Context: an optimization exercise on an open-source flow, tuned for a short achievable clock period and few clock cycles. The choices shown serve that exercise and are no tape-out recipe.
Where RTL was checked, it was by simulation tests only, not by an equivalence proof against the original.
The RTL of runs 1 and 2 was laid out without a check of its function.
The clock cells of runs 2 to 4 come from the design's own scripts or RTL, not from TritonCTS.
The flow treats the clock pin as an ideal source. Dropping or thinning the clock tree relies on that and would not hold on a real chip.
Power and IR drop assume default switching activity.

==> design.v <==
package circuit_layout_pkg;
	localparam logic [8:0] CMD_LINE_FILLED = 9'd0;
	localparam logic [8:0] CMD_LINE_DASHED = 9'd1;
	localparam logic [8:0] CMD_SPRITE_V    = 9'd2;
	localparam logic [8:0] CMD_SPRITE_I    = 9'd3;
	localparam logic [8:0] CMD_SPRITE_R    = 9'd4;
	localparam logic [8:0] CMD_DOT         = 9'd5;
endpackage
`timescale 1ns/1ps
module circuit_layout_top (
	input  logic         clk,
	input  logic         rst,
	input  logic         elem_req,
	input  logic [31:0]  elem_rec,
	output logic         elem_ack,
	input  logic         run_req,
	output logic         run_ack,
	output logic         cmd_req,
	output logic [46:0]  cmd,
	input  logic         cmd_ack
);
	localparam int NE = 12;
	localparam int NN = 32;
	logic [4:0] in_a;
	logic [4:0] in_b;
	logic [1:0] in_k;
	assign in_a = elem_rec[31:27];
	assign in_b = elem_rec[26:22];
	assign in_k = elem_rec[21:20];
	logic [NE-1:0] neth;
	logic [NN-1:0] th;
	logic [NN-1:0] th_nx;
	logic [NN-1:0] moh;
	logic [NN-1:0] deg1;
	logic [NN-1:0] deg2;
	logic [NE-1:0][4:0] tab_a;
	logic [NE-1:0][4:0] tab_b;
	logic [NE-1:0][1:0] tab_k;
	logic [NN-1:0] e0_oa;
	logic [NN-1:0] e0_ob;
	logic [2:0] settle;
	logic settled;
	logic [8:0] r0;
	logic [8:0] r1;
	function automatic logic [8:0] row0_fast(input logic [32:0] t);
		logic [8:0] r;
		r[0] = (t[1] & !t[2]) | (t[3] & !t[5]) | (t[6] & !t[8]) | (t[9] & !t[10]) | (t[11] & !t[12]) | (t[16] & !t[18]) | (t[19] & !t[20]) | (t[21] & !t[22]) | (t[23] & !t[25]) | (t[26] & !t[28]) | (t[30] & !t[32]);
		r[1] = (t[2] & !t[5]) | (t[6] & !t[7]) | (t[9] & !t[10]) | (t[12] & !t[13]) | (t[14] & !t[15]) | (t[16] & !t[17]) | (t[19] & !t[21]) | (t[23] & !t[26]) | (t[30] & !t[32]);
		r[2] = (t[6] & !t[7]) | (t[8] & !t[11]) | (t[12] & !t[14]) | (t[16] & !t[19]) | (t[23] & !t[30]);
		r[3] = (t[2] & !t[3]) | (t[5] & !t[8]) | (t[9] & !t[12]) | (t[16] & !t[23]);
		r[4] = !t[1] | (t[2] & !t[3]) | (t[4] & !t[5]) | (t[6] & !t[9]) | (t[16] & !t[32]);
		r[5] = !t[4] | (t[6] & !t[16]);
		r[6] = !t[1] | (t[2] & !t[6]);
		r[7] = !t[2];
		r[8] = 1'b0;
		row0_fast = r;
	endfunction
	function automatic logic [8:0] row1_fast(input logic [32:0] t);
		logic [8:0] r;
		r[0] = !t[32];
		r[1] = (t[2] & !t[3]) | (t[5] & !t[6]) | (t[8] & !t[9]) | (t[10] & !t[11]) | (t[12] & !t[16]) | (t[18] & !t[19]) | (t[20] & !t[21]) | (t[22] & !t[23]) | (t[25] & !t[26]) | (t[28] & !t[30]);
		r[2] = !t[3] | (t[7] & !t[8]) | (t[11] & !t[13]) | (t[14] & !t[15]) | (t[17] & !t[18]) | (t[20] & !t[22]) | (t[25] & !t[28]);
		r[3] = !t[3] | (t[5] & !t[8]) | (t[9] & !t[10]) | (t[11] & !t[12]) | (t[14] & !t[17]) | (t[20] & !t[25]);
		r[4] = !t[2] | (t[6] & !t[7]) | (t[9] & !t[11]) | (t[14] & !t[20]);
		r[5] = !t[3] | (t[4] & !t[5]) | (t[6] & !t[9]) | (t[14] & !t[32]);
		r[6] = (t[2] & !t[4]) | (t[6] & !t[14]);
		r[7] = (t[2] & !t[6]);
		r[8] = !t[2];
		row1_fast = r;
	endfunction
	logic [NN-1:0] hit_a;
	logic [NN-1:0] hit_b;
	logic store;
	logic st_q;
	logic [4:0] a_q;
	logic [4:0] b_q;
	logic [1:0] k_q;
	assign store = elem_req && !elem_ack && !neth[NE-1] && (in_k != 2'd3);
	assign settled = settle[2] && settle[0];
	always_ff @(posedge clk) begin
		a_q <= in_a;
		b_q <= in_b;
		k_q <= in_k;
	end
	always_comb begin
		for (int n = 0; n < NN; n++) begin
			hit_a[n] = (a_q == 5'(n));
			hit_b[n] = (b_q == 5'(n));
			th_nx[n] = th[n] | (a_q >= 5'(n)) | (b_q >= 5'(n));
		end
	end
	always_ff @(posedge clk) begin
		if (rst) begin
			elem_ack <= 1'b0;
			neth <= '0;
			th <= '0;
			moh <= '0;
			deg1 <= '0;
			deg2 <= '0;
			settle <= '0;
			st_q <= 1'b0;
			r0 <= '0;
			r1 <= '0;
		end else begin
			elem_ack <= elem_req;
			st_q <= store;
			if (st_q) begin
				settle <= '0;
			end else if (!(settle[2] && settle[0])) begin
				settle <= settle + 3'd1;
			end
			if (st_q) begin
				r0 <= row0_fast({1'b0, th_nx});
				r1 <= row1_fast({1'b0, th_nx});
				neth <= {neth[NE-2:0], 1'b1};
				th <= th_nx;
				moh <= th_nx & ~{1'b0, th_nx[NN-1:1]};
				deg1 <= deg1 | hit_a | hit_b;
				deg2 <= deg2 | (hit_a & hit_b) | (deg1 & (hit_a | hit_b));
			end
		end
	end
	always_ff @(posedge clk) begin
		if (st_q && !neth[0]) begin
			e0_oa <= hit_a;
			e0_ob <= hit_b;
			tab_k[0] <= k_q;
		end
		for (int i = 1; i < NE; i++) begin
			if (st_q && !neth[i] && neth[i - 1]) begin
				tab_a[i] <= a_q;
				tab_b[i] <= b_q;
				tab_k[i] <= k_q;
			end
		end
	end
	logic [NE-1:0] noh;
	assign noh = neth & ~{1'b0, neth[NE-1:1]};
	logic [NN-1:0][8:0] row_c;
	logic [9:0] sl0_c;
	logic [9:0] dl0_c;
	always_comb begin
		for (int n = 0; n < NN; n++) begin
			row_c[n] = '0;
			for (int m = 0; m < NN; m++) begin
				if (n <= m && moh[m]) begin
					row_c[n] = row_c[n] | 9'(5 + (n + 1) * ((480 - 2 * 5) / (m + 2)));
				end
			end
		end
	end
	function automatic int sprite_left(input int e, input int ne);
		sprite_left = 20 + e * ((640 - 2 * 20) / ne) + ((640 - 2 * 20) / ne) / 2 - 44 / 2;
	endfunction
	function automatic int dot_left(input int e, input int ne);
		dot_left = 20 + e * ((640 - 2 * 20) / ne) + ((640 - 2 * 20) / ne) / 2 - 6 / 2;
	endfunction
	always_comb begin
		sl0_c = '0;
		dl0_c = '0;
		for (int i = 0; i < NE; i++) begin
			if (noh[i]) begin
				sl0_c = sl0_c | 10'(sprite_left(0, i + 1));
				dl0_c = dl0_c | 10'(dot_left(0, i + 1));
			end
		end
	end
	logic [NN-1:0][8:0] row_s;
	logic [9:0] sl0;
	logic [9:0] dl0;
	always_ff @(posedge clk) begin
		row_s <= row_c;
		sl0 <= sl0_c;
		dl0 <= dl0_c;
	end
	function automatic logic [8:0] row_of(input logic [NN-1:0] oh, input logic [NN-1:0][8:0] rows);
		logic [8:0] r;
		r = '0;
		for (int n = 0; n < NN; n++) begin
			if (oh[n]) begin
				r = r | rows[n];
			end
		end
		row_of = r;
	endfunction
	function automatic logic [2:0] sprite_kind(input logic [1:0] k);
		case (k)
			2'd0: sprite_kind = 3'd2;
			2'd1: sprite_kind = 3'd3;
			default: sprite_kind = 3'd4;
		endcase
	endfunction
	logic [8:0] e0_ra, e0_rb;
	logic [8:0] e0_ra2, e0_rb2;
	logic [9:0] e0_dab, e0_dba;
	logic [8:0] e0_top, e0_h, e0_da, e0_db;
	logic [2:0] e0_sk;
	logic [NE-1:0] eoh;
	logic [NE-1:0] peoh;
	logic [4:0] pn_a_c, pn_b_c;
	logic [1:0] pn_k_c;
	logic [9:0] pn_sl_c, pn_dl_c;
	logic [4:0] pn_a, pn_b;
	logic [NN-1:0] pn_oa, pn_ob;
	logic [2:0] pn_sk;
	logic [9:0] pn_sl, pn_dl;
	logic [8:0] pn_ra, pn_rb;
	logic [8:0] pn_ra2, pn_rb2;
	logic [9:0] pn_dab, pn_dba;
	logic [8:0] pn_top, pn_h, pn_da, pn_db;
	assign peoh = {eoh[NE-2:0], 1'b0};
	always_comb begin
		pn_a_c = '0;
		pn_b_c = '0;
		pn_k_c = '0;
		pn_sl_c = '0;
		pn_dl_c = '0;
		for (int i = 1; i < NE; i++) begin
			if (peoh[i]) begin
				pn_a_c = pn_a_c | tab_a[i];
				pn_b_c = pn_b_c | tab_b[i];
				pn_k_c = pn_k_c | tab_k[i];
			end
			for (int j = 0; j < NE; j++) begin
				if (peoh[i] && noh[j] && i <= j) begin
					pn_sl_c = pn_sl_c | 10'(sprite_left(i, j + 1));
					pn_dl_c = pn_dl_c | 10'(dot_left(i, j + 1));
				end
			end
		end
	end
	always_ff @(posedge clk) begin
		e0_ra <= row_of(e0_oa, row_s);
		e0_rb <= row_of(e0_ob, row_s);
		e0_sk <= sprite_kind(tab_k[0]);
		e0_ra2 <= e0_ra;
		e0_rb2 <= e0_rb;
		e0_dab <= {1'b0, e0_ra} - {1'b0, e0_rb};
		e0_dba <= {1'b0, e0_rb} - {1'b0, e0_ra};
		e0_da <= e0_ra - 9'(10 / 2);
		e0_db <= e0_rb - 9'(10 / 2);
		e0_top <= e0_dab[9] ? e0_ra2 : e0_rb2;
		e0_h <= e0_dab[9] ? e0_dba[8:0] : e0_dab[8:0];
		pn_a <= pn_a_c;
		pn_b <= pn_b_c;
		pn_sk <= sprite_kind(pn_k_c);
		pn_sl <= pn_sl_c;
		pn_dl <= pn_dl_c;
		for (int n = 0; n < NN; n++) begin
			pn_oa[n] <= (pn_a == 5'(n));
			pn_ob[n] <= (pn_b == 5'(n));
		end
		pn_ra <= row_of(pn_oa, row_s);
		pn_rb <= row_of(pn_ob, row_s);
		pn_ra2 <= pn_ra;
		pn_rb2 <= pn_rb;
		pn_dab <= {1'b0, pn_ra} - {1'b0, pn_rb};
		pn_dba <= {1'b0, pn_rb} - {1'b0, pn_ra};
		pn_da <= pn_ra - 9'(10 / 2);
		pn_db <= pn_rb - 9'(10 / 2);
		pn_top <= pn_dab[9] ? pn_ra2 : pn_rb2;
		pn_h <= pn_dab[9] ? pn_dba[8:0] : pn_dab[8:0];
	end
	logic phase;               
	logic [8:0] y;             
	logic [NN-1:0] lsh;        
	logic [NN-1:0] fs;         
	logic [NN-1:0] ts;         
	logic [1:0] sub;           
	logic [2:0] d_sk;
	logic [8:0] d_top, d_h, d_da, d_db;
	logic [9:0] d_sl, d_dl;
	logic started;
	logic done;
	logic cmd_valid;
	logic cmd_last;
	logic step;
	logic has;
	logic issue;
	logic ld_try;
	logic ld_ok;
	logic last_e;
	logic track;
	logic [46:0] nx;
	assign has = neth[0];
	assign issue = !cmd_req && !cmd_ack && run_req && !run_ack && !done && has && cmd_valid;
	assign ld_try = started && ((cmd_req && cmd_ack) || !cmd_valid) && !cmd_last;
	assign ld_ok = !phase || settled;
	assign last_e = !(|(peoh & neth));
	assign track = !started || !phase || (eoh[0] && sub == 2'd0);
	always_comb begin
		if (!started) begin
			nx = {(deg2[0] ? circuit_layout_pkg::CMD_LINE_FILLED : circuit_layout_pkg::CMD_LINE_DASHED),
				9'd1, 10'((640 - 2 * 20)), r0, 10'(20)};
		end else if (!phase) begin
			nx = {(fs[0] ? circuit_layout_pkg::CMD_LINE_FILLED : circuit_layout_pkg::CMD_LINE_DASHED),
				9'd1, 10'((640 - 2 * 20)), y, 10'(20)};
		end else begin
			case (sub)
				2'd0: nx = {9'(d_sk), d_h, 10'(44), d_top, d_sl};
				2'd1: nx = {circuit_layout_pkg::CMD_DOT, 9'(10), 10'(6), d_da, d_dl};
				default: nx = {circuit_layout_pkg::CMD_DOT, 9'(10), 10'(6), d_db, d_dl};
			endcase
		end
	end
	always_ff @(posedge clk) begin
		if (rst) begin
			cmd_req <= 1'b0;
			run_ack <= 1'b0;
			started <= 1'b0;
			done <= 1'b0;
			cmd_valid <= 1'b0;
			step <= 1'b0;
		end else begin
			cmd_req <= cmd_req ? !cmd_ack : issue;
			if (issue) begin
				started <= 1'b1;
				if (cmd_last) begin
					done <= 1'b1;
				end
			end
			if (run_ack) begin
				if (!run_req) begin
					run_ack <= 1'b0;
				end
			end else if (run_req && !cmd_req && !cmd_ack && (done || !has)) begin
				run_ack <= 1'b1;
				done <= 1'b0;
				started <= 1'b0;
			end
			step <= 1'b0;
			if (!started) begin
				cmd_valid <= 1'b1;
			end else if (ld_try) begin
				cmd_valid <= ld_ok;
				step <= ld_ok;
			end
		end
	end
	always_ff @(posedge clk) begin
		if (!started || (ld_try && ld_ok)) begin
			cmd <= nx;
			cmd_last <= started && phase && (sub == 2'd2) && last_e;
		end
	end
	always_ff @(posedge clk) begin
		if (!started) begin
			phase <= !th[1];
			y <= r1;
			lsh <= NN'(4);
			fs <= deg2 >> 1;
			ts <= th >> 2;
			eoh <= NE'(1);
			sub <= 2'd0;
		end else if (step) begin
			if (!phase) begin
				y <= row_of(lsh, row_s);
				lsh <= lsh << 1;
				fs <= fs >> 1;
				ts <= ts >> 1;
				if (!ts[0]) begin
					phase <= 1'b1;
				end
			end else if (sub == 2'd2) begin
				sub <= 2'd0;
				eoh <= peoh;
			end else begin
				sub <= sub + 2'd1;
			end
		end
	end
	always_ff @(posedge clk) begin
		if (track) begin
			d_sk <= e0_sk;
			d_top <= e0_top;
			d_h <= e0_h;
			d_da <= e0_da;
			d_db <= e0_db;
			d_sl <= sl0;
			d_dl <= dl0;
		end else if (step && phase && sub == 2'd2) begin
			d_sk <= pn_sk;
			d_top <= pn_top;
			d_h <= pn_h;
			d_da <= pn_da;
			d_db <= pn_db;
			d_sl <= pn_sl;
			d_dl <= pn_dl;
		end
	end
endmodule
==> run.sh <==
#!/bin/bash
# synth_recipe.tcl (not shown) runs the flow's synth.tcl, then flattens the netlist and writes it again
# the make line also repeats each setting of config.mk as NAME=value (left out here)
make -C /OpenROAD-flow-scripts/flow DESIGN_CONFIG=/design/flow/config.mk WORK_HOME=/design/flow/orfs CLKGATE_MAP_FILE= SYNTH_SCRIPT=/design/flow/synth_recipe.tcl finish
==> config.mk <==
export PLATFORM = sky130hd
export DESIGN_NAME = circuit_layout_top
export DESIGN_NICKNAME = circuit_layout_top
export VERILOG_FILES = /design/flow/design.v
export SDC_FILE = /design/flow/constraint.sdc
export NUM_CORES = 4
export LEC_CHECK = 0
export ABC_CLOCK_PERIOD_IN_PS = 2000
export CAP_MARGIN = 20
export CORE_MARGIN = 2
export CORE_UTILIZATION = 50
export SETUP_SLACK_MARGIN = 3.0
export SLEW_MARGIN = 20
export TNS_END_PERCENT = 100
==> constraint.sdc <==
create_clock -name core_clock -period 5.0 [get_ports {clk}]
set_input_delay 1.0000 -clock core_clock [delete_from_list [all_inputs] [get_ports {clk}]]
set_output_delay 1.0000 -clock core_clock [all_outputs]
set_load 0.01 [all_outputs]
==> summary.md, run 1 <==
| Metric | Value |
|---|---|
| Slowest CP cell | or4_4 |
| Final min period | 2.315 ns |
| Synthesized area per cell | 10.30 µm² |
| Comb power frac | 12.2% |
| Setup crit start kind | flop |
| Worst Path Arrival | 2.95 ns |
| Total power | 22.85 mW |
| Max-Slew Margin vs Limit | about a third |
| Detailed Routing Iterations Pass 1 | 9 |
| CP endpoint kind | flop |
| Final hold violations | 0 |
| H-tree depth | 3 |
| TritonCTS Buffers | 109 |
| Sequential share of the synthesized area | 56.12% |
| Clock power frac | 37.5% |
| Count of cell types in the netlist | 79 |
| VDD IR max | 0.3974 mV |
| Clk Latency, worst-skew pair | 0.74 ns |
| Final core utilization | 60.80% |
| EDFF count, synth | 365 |
| Reg power frac | approximately half |
| Die Area | 93930 µm² |
| CP Cell Sequence | or4_4, or3_4, nor3_4, buf_4, buf_6, nor2b_4, nor2_4, a311oi_2 |
| Global placer's final weighted congestion | between 1 and 1.5 |
| CTS root buf | clkbuf_16 |
| Drt via density | 7.175 |
| Site Rows | 110 |
| Worst setup path endpoint | r0[4]$_SDFFE_PP0P_ |
| Area added between synthesis and finish | 20.00% |
| Initial DRC count | 7401 |
| Pleak | between 20 and 25 nW |
| Initial core utilization | around half |
| Crit-path max cell delay | about 0.55 ns |
| Clock Skew | 0.04032 ns |
| Switching share of total power | around 29% |
| Final ANT Viol Nets | 0 |
| Clk sink count | 1100 |
| # IOs | 87 |
| IO buf count | 57 |
| DR vias | between 40000 and 50000 |
| Tightest hold margin | 0.3253 ns |
| Die span in y | approximately 310 µm |
| Synth Instances | 4440 |
| Initial antenna violation count | 16 |
| Setup TNS | 0 ns |
| Clock transition at path regs | roughly 0.060 ns |
| Crit Reg-Reg Endpoint | r0[4]$_SDFFE_PP0P_ |
| Endpoints failing setup | 0 |
| CORE AREA | 90290 µm² |
| Layout cell share with drive strength beyond 1 | 23.04% |
| Ys async rst share | 0% |
| Vias in the first global route | 39472 |
| Int Pwr | 16.28 mW |
| Maximum clock frequency | between 0.4 and 0.5 GHz |
| Slew Viols, Final | 0 |
| Worst-path fanout max | 4 |
| First-pass GRT wire length | 305200 µm |
| Total global-route track usage | 46.11% |
| CP startpoint | a_q[4]$_DFF_P_ |
| Max-Cap Viols | 0 |
| Synthesized area | about 46000 µm² |
| Tcrit/Tclk final | 46.30% |
| Post-Synth Adder-Cell Area | 1.920% |
| Yosys Warn Count | 1 |
| Crit path kind | reg -> reg |
| Data required, critical path | 5.64 ns |
| Least-Margin Pin Slew | around 1.0 ns |
| Hold Path Class | reg -> reg |
| Net count, final | 4694 |
| Gr ovfl total | 0 |
| RSZ-0062 raised after global routing | yes |
| Primary FF master, synth | dfxtp_1 |
| Area share of xor/xnor cells in the synthesized design | 0.9764% |
| Largest family of logic cells by synthesized area | compound AO/OA/AOI/OAI gates |
| R2R Setup Slk | 2.68 ns |
| Register bit total from synthesis | 1100 |
| Die Span X | between 300 and 400 µm |
| DRC | 0 |
| NetSw | approximately 6.6 mW |
| Worst R2R Start | a_q[4]$_DFF_P_ |
| Routed length per instance | 37.91 µm |
| Post-DP HPWL | 151400 µm |
| Simple-Gate Fraction of Synth Area | ~15% |
| CTS tree | done |
| Cts hold-fix bufs | 0 |
| Post-synthesis compound-gate area fraction | 16.88% |
| Status | finished clean |
| Largest net degree at the start of global routing | 91 |
| PwrDens | 416.3 nW/µm² |
| Final WL | 223400 µm |
| Multiplexer share of the synthesized area | 4.598% |
| Worst reg2reg path depth | 8 |
| Clk buf depth | 3 |
-- what timing repair did --
action / 4_1_cts / 5_1_grt
buffers inserted: 139 / 92
gates resized for setup: 478 / 199
endpoints found under the setup margin: 673 / 357
gates cloned: 5 / 4
pin swaps: 44 / 53
hold endpoints to repair: 0 / 0
-- metal layers --
| layer | part of all wire [%] | vias up | GRT usage (%) |
|---|---|---|---|
| met3 | 14 | 1130 | 16.91 |
| met5 | 0.070 | - | 0 |
| met4 | 8.3 | 20 | 28.28 |
| met2 | 41 | 3799 | 67.29 |
| li1 | - | 16896 | - |
| met1 | 36 | 20430 | 58.08 |
-- through the flow --
stage	instances	instance area (µm²)	worst slack, ns
3_3_place_gp	5438	47390	2.018
2_1_floorplan	4448	45910	2.835
3_5_place_dp	5439	47420	1.949
5_1_grt	5886	54880	2.633
6_report	5892	54900	2.685
4_1_cts	5790	53350	2.676
-- power groups by stage --
stage / logic [mW] / clock network (mW) / registers (mW)
2_1_floorplan: 1.65 / 0 / 10.7
3_3_place_gp: 2.24 / 0 / 11.6
3_5_place_dp: 2.25 / 0 / 11.5
4_1_cts: 2.53 / 8.57 / 11.3
5_1_grt: 2.95 / 8.92 / 11.4
6_report: 2.80 / 8.56 / 11.5
-- final cells by class --
type	instances	area, µm²
clock inverters	47	566.8
repair buffers	397	3438
multi-input cells	2875	19830
inverters	131	520.5
fillers	7233	35390
flip-flops and latches	1100	25840
diodes	6	15.01
well taps	1176	1471
clock buffers	160	3209
-- cells in the final DEF (no fill, tap or decap), types with 23 or more instances in the layout --
| cell type | n |
|---|---|
| or3_1 | 47 |
| buf_4 | 279 |
| a21oi_1 | 196 |
| nand4_1 | 128 |
| o21ai_0 | 111 |
| buf_2 | 40 |
| nand2_1 | 313 |
| clkbuf_1 | 27 |
| nor4_1 | 24 |
| xnor2_1 | 45 |
| dfxtp_2 | 52 |
| nor2b_1 | 25 |
| a22oi_1 | 340 |
| nor2_2 | 23 |
| nor3_1 | 65 |
| maj3_1 | 31 |
| dfxtp_1 | 655 |
| a222oi_1 | 39 |
| nand3_1 | 145 |
| mux2_2 | 142 |
| nor2_4 | 23 |
| clkbuf_16 | 116 |
| a22o_1 | 114 |
| buf_6 | 30 |
| inv_1 | 120 |
| edfxtp_1 | 365 |
| ha_1 | 39 |
| a221oi_1 | 110 |
| nor2_1 | 391 |
| mux2i_1 | 47 |
| dfxtp_4 | 28 |
| or2_2 | 24 |
-- registers in the layout, indices dropped and copies added, names as in the netlist, 10 cells and up --
signal	count
cmd	36
th	30
fs	31
deg2	32
e0_oa	32
e0_ob	32
moh	32
d_dl	10
eoh	11
d_sl	10
tab_b	55
neth	11
ts	30
lsh	30
tab_k	24
pn_oa	32
deg1	32
pn_dl	10
pn_ob	32
tab_a	55
row_s	220
pn_sl	10
-- critical path: cells and delay by family, from the launching register on --
family	cells	cell delay, ns
AND/OR/NAND/NOR	5	1.35
buffers and inverters	2	0.24
AO/OA/AOI/OAI	1	0.26
flip-flops	1	0.36
-- cells by family (layout without fill, tap and decap cells) --
logic type,after synthesis,in the layout
mux,192,192
other cells,1,15
fa+ha+maj,74,74
simple gates,1459,1464
compound gates,1085,1085
xor+xnor,51,51
buf+inv,478,735
flops,1100,1100
-- synthesized netlist by cell type, types with 17 or more instances --
| master | instances | area share (%) |
|---|---|---|
| a21oi_1 | 210 | 2.3 |
| xnor2_1 | 45 | 0.86 |
| mux2_2 | 145 | 3.6 |
| buf_1 | 17 | 0.14 |
| nand3_1 | 158 | 1.7 |
| nor4_1 | 38 | 0.52 |
| o21ai_0 | 134 | 1.5 |
| dfxtp_1 | 735 | 32 |
| edfxtp_1 | 365 | 24 |
| or4_1 | 31 | 0.51 |
| nor2_1 | 433 | 3.6 |
| nand2b_1 | 31 | 0.42 |
| or2_2 | 28 | 0.38 |
| nor3_1 | 85 | 0.93 |
| inv_1 | 123 | 1.0 |
| and2_1 | 17 | 0.23 |
| a22o_1 | 115 | 2.2 |
| nand4_1 | 128 | 1.8 |
| clkbuf_1 | 316 | 2.6 |
| and3_1 | 19 | 0.26 |
| or3_1 | 59 | 0.81 |
| a222oi_1 | 39 | 0.85 |
| nor2b_1 | 34 | 0.46 |
| maj3_1 | 31 | 0.68 |
| ha_1 | 39 | 1.1 |
| nand2_1 | 337 | 2.8 |
| a221oi_1 | 128 | 2.5 |
| a22oi_1 | 350 | 5.7 |
| mux2i_1 | 47 | 1.0 |
-- worst min path at each step --
stage / slack, ns / to / startpoint / cells after the start
after detailed placement: 0.31 / e0_h[0]$_DFF_P_ / e0_dba[0]$_DFF_P_ / 0
after floorplan: 0.31 / e0_h[0]$_DFF_P_ / e0_dba[0]$_DFF_P_ / 0
after CTS: 0.33 / e0_h[0]$_DFF_P_ / e0_dba[0]$_DFF_P_ / 0
final: 0.33 / e0_h[0]$_DFF_P_ / e0_dba[0]$_DFF_P_ / 0
after global routing: 0.33 / pn_h[0]$_DFF_P_ / pn_dba[0]$_DFF_P_ / 0
after global placement: 0.31 / e0_h[0]$_DFF_P_ / e0_dba[0]$_DFF_P_ / 0
==> inputs of run 2 (changes only) <==
==> flow/run.sh (new file) <==
#!/bin/bash
# ORFS's standard flow with its clock tree step replaced by flow/mytree.tcl.
set -euo pipefail
bash standard.sh PRE_CTS_TCL="$PWD/flow/pre_cts.tcl" finish > standard_flow.log 2>&1
==> flow/mytree.tcl (new file) <==
# Two-level clock tree: the clock port drives a few root buffers, each root
# buffer drives leaf buffers placed at k-means centroids of the flip-flops.
proc mytree_build {leaf_size nroot} {
  set block [ord::get_db_block]
  set db [ord::get_db]
  set clknet [$block findNet clk]
  set master [$db findMaster sky130_fd_sc_hd__clkbuf_16]
  set sinks {}
  foreach it [$clknet getITerms] {
    set inst [$it getInst]
    lassign [$inst getLocation] x y
    set w [[$inst getMaster] getWidth]
    set h [[$inst getMaster] getHeight]
    lappend sinks [list $it [expr {$x + $w / 2}] [expr {$y + $h / 2}]]
  }
  set n [llength $sinks]
  set k [expr {int(ceil(double($n) / $leaf_size))}]
  # k-means, seeded along the sink order sorted by x
  set sorted [lsort -real -index 1 $sinks]
  set cx {}; set cy {}
  for {set i 0} {$i < $k} {incr i} {
    set s [lindex $sorted [expr {int(($i + 0.5) * $n / $k)}]]
    lappend cx [lindex $s 1]; lappend cy [lindex $s 2]
  }
  for {set iter 0} {$iter < 30} {incr iter} {
    set sx [lrepeat $k 0.0]; set sy [lrepeat $k 0.0]; set cnt [lrepeat $k 0]
    set assign {}
    foreach s $sinks {
      set x [lindex $s 1]; set y [lindex $s 2]
      set best 0; set bd 1e30
      for {set i 0} {$i < $k} {incr i} {
        set dx [expr {$x - [lindex $cx $i]}]; set dy [expr {$y - [lindex $cy $i]}]
        set d [expr {$dx*$dx + $dy*$dy}]
        if {$d < $bd} { set bd $d; set best $i }
      }
      lappend assign $best
      lset sx $best [expr {[lindex $sx $best] + $x}]
      lset sy $best [expr {[lindex $sy $best] + $y}]
      lset cnt $best [expr {[lindex $cnt $best] + 1}]
    }
    for {set i 0} {$i < $k} {incr i} {
      if {[lindex $cnt $i] > 0} {
        lset cx $i [expr {[lindex $sx $i] / [lindex $cnt $i]}]
        lset cy $i [expr {[lindex $sy $i] / [lindex $cnt $i]}]
      }
    }
  }
  # leaf buffers
  set leaves {}
  for {set i 0} {$i < $k} {incr i} {
    if {[lindex $cnt $i] == 0} { lappend leaves {}; continue }
    set inst [odb::dbInst_create $block $master "ctsl_$i"]
    $inst setLocation [expr {int([lindex $cx $i])}] [expr {int([lindex $cy $i])}]
    $inst setPlacementStatus PLACED
    set net [odb::dbNet_create $block "clkl_$i"]
    $net setSigType CLOCK
    [$inst findITerm X] connect $net
    lappend leaves [list $inst [lindex $cx $i] [lindex $cy $i]]
  }
  set idx 0
  foreach s $sinks {
    set i [lindex $assign $idx]
    set it [lindex $s 0]
    $it disconnect
    $it connect [$block findNet "clkl_$i"]
    incr idx
  }
  # root buffers: split the leaves by angle around their centre
  set lv {}
  foreach l $leaves { if {$l ne {}} { lappend lv $l } }
  set mx 0.0; set my 0.0
  foreach l $lv { set mx [expr {$mx + [lindex $l 1]}]; set my [expr {$my + [lindex $l 2]}] }
  set mx [expr {$mx / [llength $lv]}]; set my [expr {$my / [llength $lv]}]
  set la {}
  foreach l $lv { lappend la [list [lindex $l 0] [lindex $l 1] [lindex $l 2] [expr {atan2([lindex $l 2] - $my, [lindex $l 1] - $mx)}]] }
  set la [lsort -real -index 3 $la]
  set nl [llength $la]
  for {set r 0} {$r < $nroot} {incr r} {
    set grp [lrange $la [expr {$r * $nl / $nroot}] [expr {($r + 1) * $nl / $nroot - 1}]]
    set gx 0.0; set gy 0.0
    foreach l $grp { set gx [expr {$gx + [lindex $l 1]}]; set gy [expr {$gy + [lindex $l 2]}] }
    set gx [expr {$gx / [llength $grp]}]; set gy [expr {$gy / [llength $grp]}]
    set inst [odb::dbInst_create $block $master "ctsr_$r"]
    $inst setLocation [expr {int($gx)}] [expr {int($gy)}]
    $inst setPlacementStatus PLACED
    set net [odb::dbNet_create $block "clkr_$r"]
    $net setSigType CLOCK
    [$inst findITerm X] connect $net
    [$inst findITerm A] connect $clknet
    foreach l $grp { [[lindex $l 0] findITerm A] connect $net }
  }
  puts "mytree: $n sinks, $nl leaf buffers, $nroot root buffers"
}
==> flow/pre_cts.tcl (new file) <==
# Replace TritonCTS with a two-level tree (mytree.tcl); the rest of ORFS's
# CTS step (legalisation, timing repair) runs unchanged.
source [file join [file dirname [info script]] mytree.tcl]
rename clock_tree_synthesis _orfs_clock_tree_synthesis
proc clock_tree_synthesis {args} {
  mytree_build 20 4
}
==> standard.sh (new file) <==
#!/bin/bash
# synth_recipe.tcl (not shown) runs the flow's synth.tcl, then flattens the netlist and writes it again
# the make line also repeats each setting of config.mk as NAME=value (left out here)
make -C /OpenROAD-flow-scripts/flow DESIGN_CONFIG=/design/flow/config.mk WORK_HOME=/design/flow/orfs CLKGATE_MAP_FILE= SYNTH_SCRIPT=/design/flow/synth_recipe.tcl "${@:-finish}"
removed: run.sh
==> summary.md, run 2 <==
| Metric | Value |
|---|---|
| Beginning of the worst hold path | e0_dba[0]$_DFF_P_ |
| CP Cell Sequence | or4_4, buf_6, or3_4, nor3_4, buf_4, nor2b_4, nor2_1, a311oi_2 |
| Crit path kind | reg -> reg |
| Layout cell share with drive strength beyond 1 | about 22% |
| Clock transition at path regs | 0.09 ns |
| Net count, final | between 4000 and 5000 |
| Die Area | 93930 µm² |
| Clock power frac | 25.1% |
| Cell taking the most area after synthesis | dfxtp_1 |
| Synthesized area | between 40000 and 50000 µm² |
| NetSw | about 5.7 mW |
| Max-Cap Viols | 0 |
| Layout Cells excl Fill | 5761 |
| Data required, critical path | 5.37 ns |
| Synth Instances | between 4000 and 5000 |
| Worst R2R Start | b_q[3]$_DFF_P_ |
| Hold Path Sink | e0_h[0]$_DFF_P_ |
| Gr ovfl total | 0 |
| Total global-route track usage | 45.07% |
| Initial antenna violation count | 18 |
| Switching share of total power | 29.82% |
| Tcrit/Tclk final | 46.79% |
| R2R Setup Slk | 2.66 ns |
| Synth top area cells | dfxtp_1, edfxtp_1, a22oi_1 |
| Final min period | 2.340 ns |
| Setup TNS | 0 ns |
| WHS Path Cells | 0 |
| Vias in the first global route | 38363 |
| DRC | 0 |
| Int Pwr | 13.34 mW |
| Post-DP HPWL | around 150000 µm |
| Synth cell count leaders | dfxtp_1, nor2_1, edfxtp_1 |
| Primary FF master, synth | dfxtp_1 |
| EDFF count, synth | roughly 370 |
| Final WL | around 220000 µm |
| Pleak | 20.37 nW |
| CP endpoint kind | flop |
| Detailed Routing Iterations Pass 1 | 9 |
| Max-Slew Margin vs Limit | 29.37% |
| Global placer's final weighted congestion | 1.134 |
| Reg power frac | between 60% and 70% |
| Final ANT Viol Nets | 0 |
| First-pass GRT wire length | 300200 µm |
| Area added between synthesis and finish | 15.64% |
| Clk Latency, worst-skew pair | 0.51 ns |
| Hold Path Class | reg -> reg |
| Worst Path Arrival | 2.71 ns |
| Comb power frac | 14.5% |
| Cell with the most instances after synthesis | dfxtp_1 |
| Final hold violations | 0 |
| Drt via density | a little over 7 |
| Initial core utilization | 50.67% |
| Buf+Inv Stages, Crit Path | 2 |
| # fillers | 7465 |
| Die span in y | ~310 µm |
| Least-Margin Pin Slew | approximately 1.1 ns |
| Initial DRC count | 7253 |
| Yosys Warn Count | 1 |
| Slew Viols, Final | 0 |
| DR vias | between 40000 and 50000 |
| Sequential share of the synthesized area | 56.12% |
| RSZ-0062 raised after global routing | yes |
| IO buf count | 57 |
| Slowest CP cell | or4_4 |
| Register bit total from synthesis | 1100 |
| Crit Reg-Reg Endpoint | r0[4]$_SDFFE_PP0P_ |
| Largest registers | row_s (220), tab_a (55), tab_b (55) |
| Delay-heaviest family, CP | simple AND/OR/NAND/NOR gates |
| CORE AREA | 90290 µm² |
| Status | finished clean |
| Cts hold-fix bufs | 0 |
| Largest register FFs | 220 |
| Placed cell count | 5439 |
| VDD IR max | 0.3197 mV |
| Die Span X | 306.5 µm |
| Clock Skew | 0.06224 ns |
| Endpoints failing setup | 0 |
| Site Rows | 110 |
| Commonest non-fill, non-tap cell in the layout | dfxtp_1 |
| Maximum clock frequency | 0.4274 GHz |
| PwrDens | 359.3 nW/µm² |
| Largest net degree at the start of global routing | ~90 |
| Setup crit start kind | flop |
| Synthesized area per cell | 10.30 µm² |
| Crit-path max cell delay | about 0.55 ns |
| Worst reg2reg path depth | 8 |
| Yosys top cell area share | 32.16% |
| Count of cell types in the netlist | 79 |
| Most frequent cells in the layout | dfxtp_1, nor2_1, edfxtp_1 |
| Ys async rst share | 0% |
| # IOs | 87 |
| Routed length per instance | 38.48 µm |
| Worst-path fanout max | 4 |
| Top reg by flops | row_s |
==> run 2: logic make-up after synthesis <==
group / count (synthesis) / synth area share (%)
other: 1 / 0.008197
adder cells (fa/ha/maj): 74 / 1.920
AO/OA/AOI/OAI: 1085 / 16.88
AND/OR/NAND/NOR: 1459 / 15.47
flip-flops: 1100 / 56.12
XOR/XNOR: 51 / 0.9764
multiplexers: 192 / 4.598
buffers and inverters: 478 / 4.026
==> run 2: stage by stage <==
stage | worst slack (ns) | utilization, % | total power [mW] | hold WS (ns) | area, µm²
floorplan | 2.835 | - | 12.32 | 0.3096 | 45910
global placement | 2.018 | 52.49 | 13.81 | 0.3122 | 47390
detailed placement | 1.949 | 52.52 | 13.80 | 0.3121 | 47420
CTS | 2.708 | 56.69 | 17.77 | 0.3121 | 51180
global route | 2.593 | 58.59 | 19.40 | 0.3409 | 52900
finish | 2.660 | 58.60 | 19.01 | 0.3331 | 52900
==> run 2: final cells by class <==
class                   instances  area [µm²]  share of cell area, %
inverters                     131       504.2                 0.9531
diodes                          3       7.507                0.01419
well taps                    1176        1471                  2.781
plain buffers                  59        1476                  2.791
multi-input cells            2883       19960                  37.73
flip-flops and latches       1100       25860                  48.88
repair buffers                409        3620                  6.842
==> run 2: worst max-delay path by stage <==
stage	startpoint	endpoint	cells past startpoint
final	b_q[3]$_DFF_P_	r0[4]$_SDFFE_PP0P_	8
after global routing	b_q[3]$_DFF_P_	r0[4]$_SDFFE_PP0P_	8
after CTS	b_q[3]$_DFF_P_	r0[3]$_SDFFE_PP0P_	7
after detailed placement	started$_SDFF_PP0_	d_h[0]$_DFFE_PP_	5
after global placement	started$_SDFF_PP0_	d_da[1]$_DFFE_PP_	5
after floorplan	a_q[4]$_DFF_P_	r0[4]$_SDFFE_PP0P_	7
==> run 2: what timing repair did <==
item | CTS | global route
cloned | 12 | 8
buffers inserted | 118 | 122
endpoints found under the setup margin | 699 | 319
pin swaps | 57 | 72
gates resized for setup | 323 | 309
==> run 2: power groups by stage <==
stage                     combinational [mW]  clock [mW]  sequential (mW)
final                                   2.76        4.76             11.5
after global routing                    2.91        5.08             11.4
after CTS                               2.51        3.72             11.5
after detailed placement                2.25           0             11.5
after global placement                  2.24           0             11.6
after floorplan                         1.65           0             10.7
==> run 2: per-layer routing <==
| layer | vias to the layer above | global-route usage (%) | part of all wire [%] | wire [µm] |
|---|---|---|---|---|
| met4 | 16 | 25.64 | 7.8 | 17300 |
| li1 | 16740 | - | - | - |
| met3 | 1053 | 15.64 | 14 | 31060 |
| met5 | - | 0 | 0.051 | 113 |
| met1 | 20150 | 57.59 | 36 | 80810 |
| met2 | 3723 | 66.44 | 42 | 92380 |
==> inputs of run 3 (changes only) <==
--- a/design.v
+++ b/design.v
@@ -76,18 +76,22 @@
 	logic [4:0] b_q;
 	logic [1:0] k_q;
 	assign store = elem_req && !elem_ack && !neth[NE-1] && (in_k != 2'd3);
-	assign settled = settle[2] && settle[0];
+	assign settled = settle[2] && settle[1];
+	logic [NN-1:0] tin_q;
 	always_ff @(posedge clk) begin
 		a_q <= in_a;
 		b_q <= in_b;
 		k_q <= in_k;
+		for (int n = 0; n < NN; n++) begin
+			tin_q[n] <= (in_a >= 5'(n)) | (in_b >= 5'(n));
+		end
 	end
 	always_comb begin
 		for (int n = 0; n < NN; n++) begin
 			hit_a[n] = (a_q == 5'(n));
 			hit_b[n] = (b_q == 5'(n));
-			th_nx[n] = th[n] | (a_q >= 5'(n)) | (b_q >= 5'(n));
 		end
+		th_nx = th | tin_q;
 	end
 	always_ff @(posedge clk) begin
 		if (rst) begin
@@ -106,7 +110,7 @@
 			st_q <= store;
 			if (st_q) begin
 				settle <= '0;
-			end else if (!(settle[2] && settle[0])) begin
+			end else if (!(settle[2] && settle[1])) begin
 				settle <= settle + 3'd1;
 			end
 			if (st_q) begin
@@ -183,6 +187,21 @@
 		end
 		row_of = r;
 	endfunction
+	function automatic logic [17:0] row_of2(input logic [NN-1:0] oh, input logic [NN-1:0][8:0] rows);
+		logic [8:0] lo;
+		logic [8:0] hi;
+		lo = '0;
+		hi = '0;
+		for (int n = 0; n < NN / 2; n++) begin
+			if (oh[n]) begin
+				lo = lo | rows[n];
+			end
+			if (oh[n + NN / 2]) begin
+				hi = hi | rows[n + NN / 2];
+			end
+		end
+		row_of2 = {hi, lo};
+	endfunction
 	function automatic logic [2:0] sprite_kind(input logic [1:0] k);
 		case (k)
 			2'd0: sprite_kind = 3'd2;
@@ -190,6 +209,7 @@
 			default: sprite_kind = 3'd4;
 		endcase
 	endfunction
+	logic [17:0] e0_pa, e0_pb;
 	logic [8:0] e0_ra, e0_rb;
 	logic [8:0] e0_ra2, e0_rb2;
 	logic [9:0] e0_dab, e0_dba;
@@ -197,13 +217,14 @@
 	logic [2:0] e0_sk;
 	logic [NE-1:0] eoh;
 	logic [NE-1:0] peoh;
+	logic [NE-1:0] pn_e;
 	logic [4:0] pn_a_c, pn_b_c;
 	logic [1:0] pn_k_c;
 	logic [9:0] pn_sl_c, pn_dl_c;
-	logic [4:0] pn_a, pn_b;
 	logic [NN-1:0] pn_oa, pn_ob;
 	logic [2:0] pn_sk;
 	logic [9:0] pn_sl, pn_dl;
+	logic [17:0] pn_pa, pn_pb;
 	logic [8:0] pn_ra, pn_rb;
 	logic [8:0] pn_ra2, pn_rb2;
 	logic [9:0] pn_dab, pn_dba;
@@ -213,16 +234,18 @@
 		pn_a_c = '0;
 		pn_b_c = '0;
 		pn_k_c = '0;
-		pn_sl_c = '0;
-		pn_dl_c = '0;
 		for (int i = 1; i < NE; i++) begin
 			if (peoh[i]) begin
 				pn_a_c = pn_a_c | tab_a[i];
 				pn_b_c = pn_b_c | tab_b[i];
 				pn_k_c = pn_k_c | tab_k[i];
 			end
+		end
+		pn_sl_c = '0;
+		pn_dl_c = '0;
+		for (int i = 1; i < NE; i++) begin
 			for (int j = 0; j < NE; j++) begin
-				if (peoh[i] && noh[j] && i <= j) begin
+				if (pn_e[i] && noh[j] && i <= j) begin
 					pn_sl_c = pn_sl_c | 10'(sprite_left(i, j + 1));
 					pn_dl_c = pn_dl_c | 10'(dot_left(i, j + 1));
 				end
@@ -230,8 +253,10 @@
 		end
 	end
 	always_ff @(posedge clk) begin
-		e0_ra <= row_of(e0_oa, row_s);
-		e0_rb <= row_of(e0_ob, row_s);
+		e0_pa <= row_of2(e0_oa, row_s);
+		e0_pb <= row_of2(e0_ob, row_s);
+		e0_ra <= e0_pa[17:9] | e0_pa[8:0];
+		e0_rb <= e0_pb[17:9] | e0_pb[8:0];
 		e0_sk <= sprite_kind(tab_k[0]);
 		e0_ra2 <= e0_ra;
 		e0_rb2 <= e0_rb;
@@ -241,17 +266,18 @@
 		e0_db <= e0_rb - 9'(10 / 2);
 		e0_top <= e0_dab[9] ? e0_ra2 : e0_rb2;
 		e0_h <= e0_dab[9] ? e0_dba[8:0] : e0_dab[8:0];
-		pn_a <= pn_a_c;
-		pn_b <= pn_b_c;
+		pn_e <= peoh;
+		for (int n = 0; n < NN; n++) begin
+			pn_oa[n] <= (pn_a_c == 5'(n));
+			pn_ob[n] <= (pn_b_c == 5'(n));
+		end
 		pn_sk <= sprite_kind(pn_k_c);
 		pn_sl <= pn_sl_c;
 		pn_dl <= pn_dl_c;
-		for (int n = 0; n < NN; n++) begin
-			pn_oa[n] <= (pn_a == 5'(n));
-			pn_ob[n] <= (pn_b == 5'(n));
-		end
-		pn_ra <= row_of(pn_oa, row_s);
-		pn_rb <= row_of(pn_ob, row_s);
+		pn_pa <= row_of2(pn_oa, row_s);
+		pn_pb <= row_of2(pn_ob, row_s);
+		pn_ra <= pn_pa[17:9] | pn_pa[8:0];
+		pn_rb <= pn_pb[17:9] | pn_pb[8:0];
 		pn_ra2 <= pn_ra;
 		pn_rb2 <= pn_rb;
 		pn_dab <= {1'b0, pn_ra} - {1'b0, pn_rb};
@@ -263,6 +289,7 @@
 	end
 	logic phase;               
 	logic [8:0] y;             
+	logic [8:0] y_nx;          
 	logic [NN-1:0] lsh;        
 	logic [NN-1:0] fs;         
 	logic [NN-1:0] ts;         
@@ -337,13 +364,20 @@
 			end
 		end
 	end
+	logic cmd_ld;
+	logic [46:0] cmd_ldm;
+	assign cmd_ld = !started || (ld_try && ld_ok);
+	assign cmd_ldm = {47{cmd_ld}};
 	always_ff @(posedge clk) begin
-		if (!started || (ld_try && ld_ok)) begin
-			cmd <= nx;
+		cmd <= (cmd_ldm & nx) | (~cmd_ldm & cmd);
+		if (cmd_ld) begin
 			cmd_last <= started && phase && (sub == 2'd2) && last_e;
 		end
 	end
 	always_ff @(posedge clk) begin
+		y_nx <= row_of(lsh, row_s);
+	end
+	always_ff @(posedge clk) begin
 		if (!started) begin
 			phase <= !th[1];
 			y <= r1;
@@ -354,7 +388,7 @@
 			sub <= 2'd0;
 		end else if (step) begin
 			if (!phase) begin
-				y <= row_of(lsh, row_s);
+				y <= y_nx;
 				lsh <= lsh << 1;
 				fs <= fs >> 1;
 				ts <= ts >> 1;
==> summary.md, run 3 <==
| Metric | Value |
|---|---|
| PwrDens | 383.8 nW/µm² |
| RSZ-0062 raised after global routing | yes |
| Worst-path fanout max | 5 |
| VDD IR max | 0.2958 mV |
| Yosys top cell area share | 35.26% |
| Buf+Inv Stages, Crit Path | 1 |
| Ys async rst share | 0% |
| Initial core utilization | 50.38% |
| Setup TNS | 0 ns |
| Largest registers | row_s (220), tab_a (55), tab_b (55) |
| CP endpoint kind | output pin |
| Slowest CP cell | dfxtp_2 |
| Clock Skew | 0.09850 ns |
| Final min period | 2.110 ns |
| Global placer's final weighted congestion | between 1 and 1.5 |
| Detailed Routing Iterations Pass 1 | 8 |
| CORE AREA | 96570 µm² |
| Least-Margin Pin Slew | 1.007 ns |
| Comb power frac | 12.8% |
| Beginning of the worst hold path | pn_dba[0]$_DFF_P_ |
| Drt via density | 6.936 |
| Clk Latency, worst-skew pair | around 0.52 ns |
| Net count, final | between 4000 and 5000 |
| First-pass GRT wire length | 286400 µm |
| Cell taking the most area after synthesis | dfxtp_1 |
| Synth Instances | 4568 |
| IO buf count | 66 |
| Layout cell share with drive strength beyond 1 | 18.30% |
| Worst Path Arrival | around 1.1 ns |
| DRC | 0 |
| # IOs | 87 |
| Vias in the first global route | 37058 |
| Final ANT Viol Nets | 0 |
| Synthesized area per cell | roughly 11 µm² |
| Area added between synthesis and finish | 12.56% |
| # fillers | 8210 |
| Max-Slew Margin vs Limit | 32.79% |
| Synthesized area | 48650 µm² |
| Worst R2R Start | phase$_SDFFCE_PP1P_ |
| Cts hold-fix bufs | 0 |
| DR vias | 40833 |
| Sequential share of the synthesized area | 57.79% |
| Gr ovfl total | 0 |
| Die Span X | 315.9 µm |
| Register bit total from synthesis | between 1000 and 1500 |
| Synth cell count leaders | dfxtp_1, nor2_1, edfxtp_1 |
| Largest net degree at the start of global routing | 96 |
| Clock transition at path regs | 0.08 ns |
| Yosys Warn Count | 1 |
| Slew Viols, Final | 0 |
| Site Rows | ~110 |
| Post-DP HPWL | ~140000 µm |
| Cell with the most instances after synthesis | dfxtp_1 |
| EDFF count, synth | 365 |
| CP startpoint | cmd_req$_SDFF_PP0_ |
| Tcrit/Tclk final | a little over two fifths |
| Final WL | 208900 µm |
| Commonest non-fill, non-tap cell in the layout | dfxtp_1 |
| Die span in y | 315.9 µm |
| Initial DRC count | 6998 |
| Data required, critical path | 4.00 ns |
| Crit-path max cell delay | 0.42 ns |
| Total global-route track usage | about 40% |
| Pleak | 21.12 nW |
| Clock power frac | 25.2% |
| Endpoints failing setup | 0 |
| Max-Cap Viols | 0 |
| Synth top area cells | dfxtp_1, edfxtp_1, mux2_2 |
| Setup crit start kind | flop |
| Top reg by flops | row_s |
| Switching share of total power | between 20 and 30% |
| Count of cell types in the netlist | 82 |
| Hold Path Class | reg -> reg |
| NetSw | ~6.3 mW |
| Die Area | 99810 µm² |
| Largest register FFs | 220 |
| Initial antenna violation count | 21 |
| Delay-heaviest family, CP | flip-flops |
| Primary FF master, synth | dfxtp_1 |
| Int Pwr | approximately 15 mW |
| Routed length per instance | 35.49 µm |
| Most frequent cells in the layout | dfxtp_1, nor2_1, edfxtp_1 |
| CP Cell Sequence | dlymetal6s2s_1 |
| Final hold violations | 0 |
| Status | finished clean |
| Tightest hold margin | 0.3297 ns |
| Crit path kind | reg -> out |
| Maximum clock frequency | 0.4739 GHz |
| Reg power frac | 62.0% |
==> run 3: cell types whose count changed after synthesis, moves of 15 or more <==
cell | previous run | this run
clkbuf_1 | 316 | 295
and3_1 | 19 | 57
nor2_1 | 433 | 402
a21oi_1 | 210 | 225
dfxtp_1 | 735 | 857
a22o_1 | 115 | 176
or3_1 | 59 | 37
or2_2 | 28 | 65
a22oi_1 | 350 | 218
nand3_1 | 158 | 134
a221oi_1 | 128 | 190
==> run 3: repair_timing <==
item | 4_1_cts | 5_1_grt
cloned | 11 | 8
gates resized for setup | 322 | 293
endpoints found under the setup margin | 751 | 454
setup buffers | 69 | 83
pin swaps | 49 | 49
==> run 3: area by class of cell <==
cell class | count | area, µm² | area share (%)
plain buffers | 66 | 1652 | 3.016
multi-input cells | 2882 | 19970 | 36.47
diodes | 16 | 40.04 | 0.07311
well taps | 1276 | 1597 | 2.915
repair inverters | 1 | 7.507 | 0.01371
inverters | 143 | 588.1 | 1.074
repair buffers | 281 | 2629 | 4.800
flip-flops and latches | 1222 | 28280 | 51.64
==> run 3: metrics by stage <==
| stage | std cells | cell area, µm² | util [%] | worst slack (ns) | power (mW) |
|---|---|---|---|---|---|
| after global routing | 5874 | 54730 | 56.68 | 2.845 | 21.45 |
| after detailed placement | 5634 | 50170 | 51.95 | 1.141 | 15.34 |
| after global placement | 5634 | 50170 | 51.95 | 1.238 | 15.35 |
| after floorplan | 4568 | 48770 | - | 2.602 | 13.61 |
| final | 5887 | 54760 | 56.71 | 2.890 | 21.02 |
| after CTS | 5780 | 53460 | 55.36 | 2.657 | 19.64 |
==> run 3: power by group through the flow <==
stage | Combinational, mW | Sequential [mW] | Clock, mW
after floorplan | 1.76 | 11.8 | 0
after global placement | 2.36 | 13.0 | 0
after detailed placement | 2.36 | 13.0 | 0
after CTS | 2.51 | 13.0 | 4.15
after global routing | 2.88 | 12.9 | 5.66
final | 2.70 | 13.0 | 5.29
==> run 3: cells by family after synthesis <==
group,count (synthesis),share of synthesized area [%]
AOI/OAI and AO/OA,1100,16.39
muxes,198,4.472
and+or+nand+nor,1454,14.93
adders and majority gates,75,1.826
buffers and inverters,470,3.709
xor gates and xnor gates,49,0.8821
DFF,1222,57.79
==> run 3: final timing paths <==
kind,slack (ns),end,cells after the start
worst min register to register,0.33,pn_h[0]$_DFF_P_,0
worst min-delay path,0.33,pn_h[0]$_DFF_P_,0
worst max-delay path,2.89,cmd_req,1
worst max register to register,2.90,d_db[3]$_DFFE_PP_,7
==> run 3: per-layer routing <==
layer,global-route usage (%),up-vias,wire [µm]
met1,52.28,19882,78720
met3,13.13,872,26030
met2,59.50,3069,87460
li1,-,16992,-
met5,1.278,-,260
met4,22.08,18,16450
Testbench counts of run 3, summed over its fixed seeds: cycles 13,860.
==> inputs of run 4 (changes only) <==
--- a/design.v
+++ b/design.v
@@ -308,6 +308,8 @@
 	logic ld_ok;
 	logic last_e;
 	logic track;
+	logic track_q;
+	logic dstep;
 	logic [46:0] nx;
 	assign has = neth[0];
 	assign issue = !cmd_req && !cmd_ack && run_req && !run_ack && !done && has && cmd_valid;
@@ -315,6 +317,7 @@
 	assign ld_ok = !phase || settled;
 	assign last_e = !(|(peoh & neth));
 	assign track = !started || !phase || (eoh[0] && sub == 2'd0);
+	assign dstep = step && phase && sub == 2'd2;
 	always_comb begin
 		if (!started) begin
 			nx = {(deg2[0] ? circuit_layout_pkg::CMD_LINE_FILLED : circuit_layout_pkg::CMD_LINE_DASHED),
@@ -404,7 +407,10 @@
 		end
 	end
 	always_ff @(posedge clk) begin
-		if (track) begin
+		track_q <= track;
+	end
+	always_ff @(posedge clk) begin
+		if (track_q) begin
 			d_sk <= e0_sk;
 			d_top <= e0_top;
 			d_h <= e0_h;
@@ -412,7 +418,7 @@
 			d_db <= e0_db;
 			d_sl <= sl0;
 			d_dl <= dl0;
-		end else if (step && phase && sub == 2'd2) begin
+		end else if (dstep) begin
 			d_sk <= pn_sk;
 			d_top <= pn_top;
 			d_h <= pn_h;
--- a/flow/pre_cts.tcl
+++ b/flow/pre_cts.tcl
@@ -3,5 +3,5 @@
 source [file join [file dirname [info script]] mytree.tcl]
 rename clock_tree_synthesis _orfs_clock_tree_synthesis
 proc clock_tree_synthesis {args} {
-  mytree_build 20 4
+  mytree_build 16 4
 }
==> summary.md, run 4 <==
| Metric | Value |
|---|---|
| Status | finished clean |
| Least-Margin Pin Slew | 1.073 ns |
| Clk Latency, worst-skew pair | 0.57 ns |
| Setup TNS | 0 ns |
| Largest register FFs | between 200 and 250 |
| Die span in y | 316.2 µm |
| Crit path kind | reg -> out |
| Detailed Routing Iterations Pass 1 | 12 |
| Max-Cap Viols | 0 |
| VDD IR max | 0.3142 mV |
| Worst reg2reg path depth | 3 |
| Setup crit start kind | flop |
| Initial antenna violation count | 17 |
| Die Span X | 316.2 µm |
| Worst-path fanout max | 1 |
| Top reg by flops | row_s |
| IO buf count | 66 |
| Yosys Warn Count | 1 |
| Maximum clock frequency | about 0.48 GHz |
| Post-DP HPWL | 144500 µm |
| Cell taking the most area after synthesis | dfxtp_1 |
| Ys async rst share | 0% |
| Hold Path Sink | e0_h[0]$_DFF_P_ |
| Die Area | roughly 100000 µm² |
| Count of cell types in the netlist | 86 |
| Sequential share of the synthesized area | 57.75% |
| Data required, critical path | 4.00 ns |
| Total global-route track usage | 40.64% |
| Max-Slew Margin vs Limit | 28.38% |
| CORE AREA | 96570 µm² |
| Final min period | 2.075 ns |
| Global placer's final weighted congestion | around 1.1 |
| Drt via density | 7.014 |
| First-pass GRT wire length | 288500 µm |
| Largest registers | row_s (220), tab_a (55), tab_b (55) |
| Synth top area cells | dfxtp_1, edfxtp_1, mux2_2 |
| Commonest non-fill, non-tap cell in the layout | dfxtp_1 |
| Most frequent cells in the layout | dfxtp_1, nor2_1, edfxtp_1 |
| R2R Setup Slk | 2.95 ns |
| CP endpoint kind | output pin |
| RSZ-0062 raised after global routing | yes |
| Crit-path max cell delay | 0.42 ns |
| # fillers | 8301 |
| WHS Path Cells | 0 |
| Final hold violations | 0 |
| Primary FF master, synth | dfxtp_1 |
| Crit Reg-Reg Endpoint | y_nx[4]$_DFF_P_ |
| Vias in the first global route | 37443 |
| Gr ovfl total | 0 |
| Endpoints failing setup | 0 |
| Tcrit/Tclk final | 41.50% |
| Synthesized area per cell | 10.66 µm² |
| Clock transition at path regs | 0.10 ns |
| DRC | 0 |
| Layout cell share with drive strength beyond 1 | 17.08% |
| Worst Path Arrival | 1.08 ns |
| Buf+Inv Stages, Crit Path | 1 |
| Synth Instances | 4571 |
| Final WL | 210100 µm |
| # IOs | 87 |
| Routed length per instance | 36.19 µm |
| Final ANT Viol Nets | 0 |
| Hold Path Class | reg -> reg |
| Synthesized area | about 49000 µm² |
| Yosys top cell area share | 35.25% |
| Beginning of the worst hold path | e0_dba[0]$_DFF_P_ |
| Pleak | 20.59 nW |
| Cell with the most instances after synthesis | dfxtp_1 |
| Net count, final | 4607 |
| EDFF count, synth | around 370 |
| Register bit total from synthesis | 1223 |
| Synth cell count leaders | dfxtp_1, nor2_1, edfxtp_1 |
| Area added between synthesis and finish | 10.47% |
| Tightest hold margin | ~0.34 ns |
| Initial core utilization | ~50% |
| Slowest CP cell | edfxtp_1 |
| Largest net degree at the start of global routing | 86 |
| PwrDens | 401.4 nW/µm² |
| Site Rows | 114 |
| Delay-heaviest family, CP | flip-flops |
| DR vias | 40730 |
| Clock Skew | 0.09690 ns |
| Initial DRC count | 6173 |
| Final core utilization | 55.74% |
| CP Cell Sequence | clkbuf_2 |
| Worst R2R Start | row_s[112]$_SDFF_PP1_ |
| Slew Viols, Final | 0 |
==> run 4: cell count changes after synthesis, moves of 6 or more <==
cell and change:
nor2_1 +38, a22oi_1 +8, a222oi_1 -7, a21oi_1 -6, and2_1 -9, nand4_1 +12, nor3_1 +15, a2111oi_0 +7
nand2_1 -45, a22o_1 +9, and3_1 -16
==> run 4: layer usage <==
metal  routed length, µm  vias up  track usage, %
li1                    -    16896               -
met1               79080    19831           51.40
met2               87460     3183           60.24
met3               27220      806           14.79
met4               16280       14           22.72
met5                 101        -          0.3788
==> run 4: power by group <==
group	total (mW)	internal, mW	switching [mW]	leakage, nW
clock	5.90	2.81	3.09	0.998
sequential	13.1	11.2	1.93	10.7
combinational	2.60	1.18	1.41	8.93
total	21.6	15.2	6.43	20.6
==> run 4: worst max-delay path by stage <==
stage / start / to / slack [ns] / cells past startpoint
global route: flop / cmd[36] / 2.89 / 1
CTS: cmd_ack / flop / 2.68 / 7
detailed placement: cmd_ack / flop / 1.09 / 6
floorplan: cmd_ack / flop / 2.60 / 6
global placement: cmd_ack / flop / 1.22 / 6
finish: flop / cmd[11] / 2.92 / 1
==> run 4: through the flow <==
step                      power [mW]  instance area [µm²]  instances  worst slack [ns]
final                          21.61                53830       5807             2.925
after global routing           22.00                53810       5801             2.888
after CTS                      20.29                53350       5777             2.682
after detailed placement       15.43                50220       5643             1.087
after global placement         15.44                50220       5643             1.222
after floorplan                13.61                48830       4571             2.602
==> run 4: what timing repair did <==
action,4_1_cts,5_1_grt
cloned,7,0
hold buffers,0,0
setup endpoints to repair,716,366
pin swaps,26,21
buffers inserted,46,24
gates resized for setup,270,273
==> run 4: kinds of logic (layout without fill, tap and decap cells) <==
group / after synthesis / after routing / synth area share (%)
buffers and inverters: 463 / 413 / 3.631
flip-flops: 1223 / 1223 / 57.75
AND/OR/NAND/NOR: 1446 / 1450 / 14.75
adder cells (fa/ha/maj): 75 / 75 / 1.823
multiplexers: 202 / 202 / 4.548
other: 0 / 6 / 0
XOR/XNOR: 49 / 49 / 0.8808
AO/OA/AOI/OAI: 1113 / 1113 / 16.62
==> run 4: cell type report <==
type / count / area, µm² / share of cell area [%]
multi-input cells: 2889 / 19770 / 36.73
well taps: 1276 / 1597 / 2.966
inverters: 142 / 555.5 / 1.032
repair buffers: 189 / 1558 / 2.894
diodes: 6 / 15.01 / 0.02789
flip-flops and latches: 1223 / 28290 / 52.57
repair inverters: 1 / 7.507 / 0.01395
plain buffers: 81 / 2027 / 3.766
Testbench counts of run 4, summed over its fixed seeds: cycles 13,860.

port drivers added, routing unchanged:
How much do the figures lean on ideal ports? The routed layouts below were timed once more, with nothing changed but the port constraints.
Step 1 sets driving cells, clkbuf_16 on the clock port and buf_2 on the other inputs (assumed; they add their load-dependent delay and slew).
Step 2 adds t to the input delays and takes it off the output delays; t is the mean of the earliest and latest rising clock arrival at the registers after step 1. Input paths then give back, and output paths get back, about the clock's delay inside the block.
Three values: ideal, step 1, step 2; two values: the first two.
run	shift t [ns]	setup slack, ns	hold WS [ns]	cell pins on the clock port's net
run 1	0.788	2.685 / 2.632 / 2.226	0.325 / 0.325 / 0.325	1
run 2	0.648	2.660 / 2.660 / 2.660	0.333 / 0.333 / 0.333	4
run 3	0.638	2.890 / 2.723 / 2.625	0.330 / 0.330 / 0.330	4
run 4	0.689	2.925 / 2.755 / 2.630	0.337 / 0.337 / 0.337	4
After both steps every run listed still meets setup and hold. The setup slack of run 1, which loses most, moves by -0.053 ns with the drivers and by -0.459 ns with both steps.
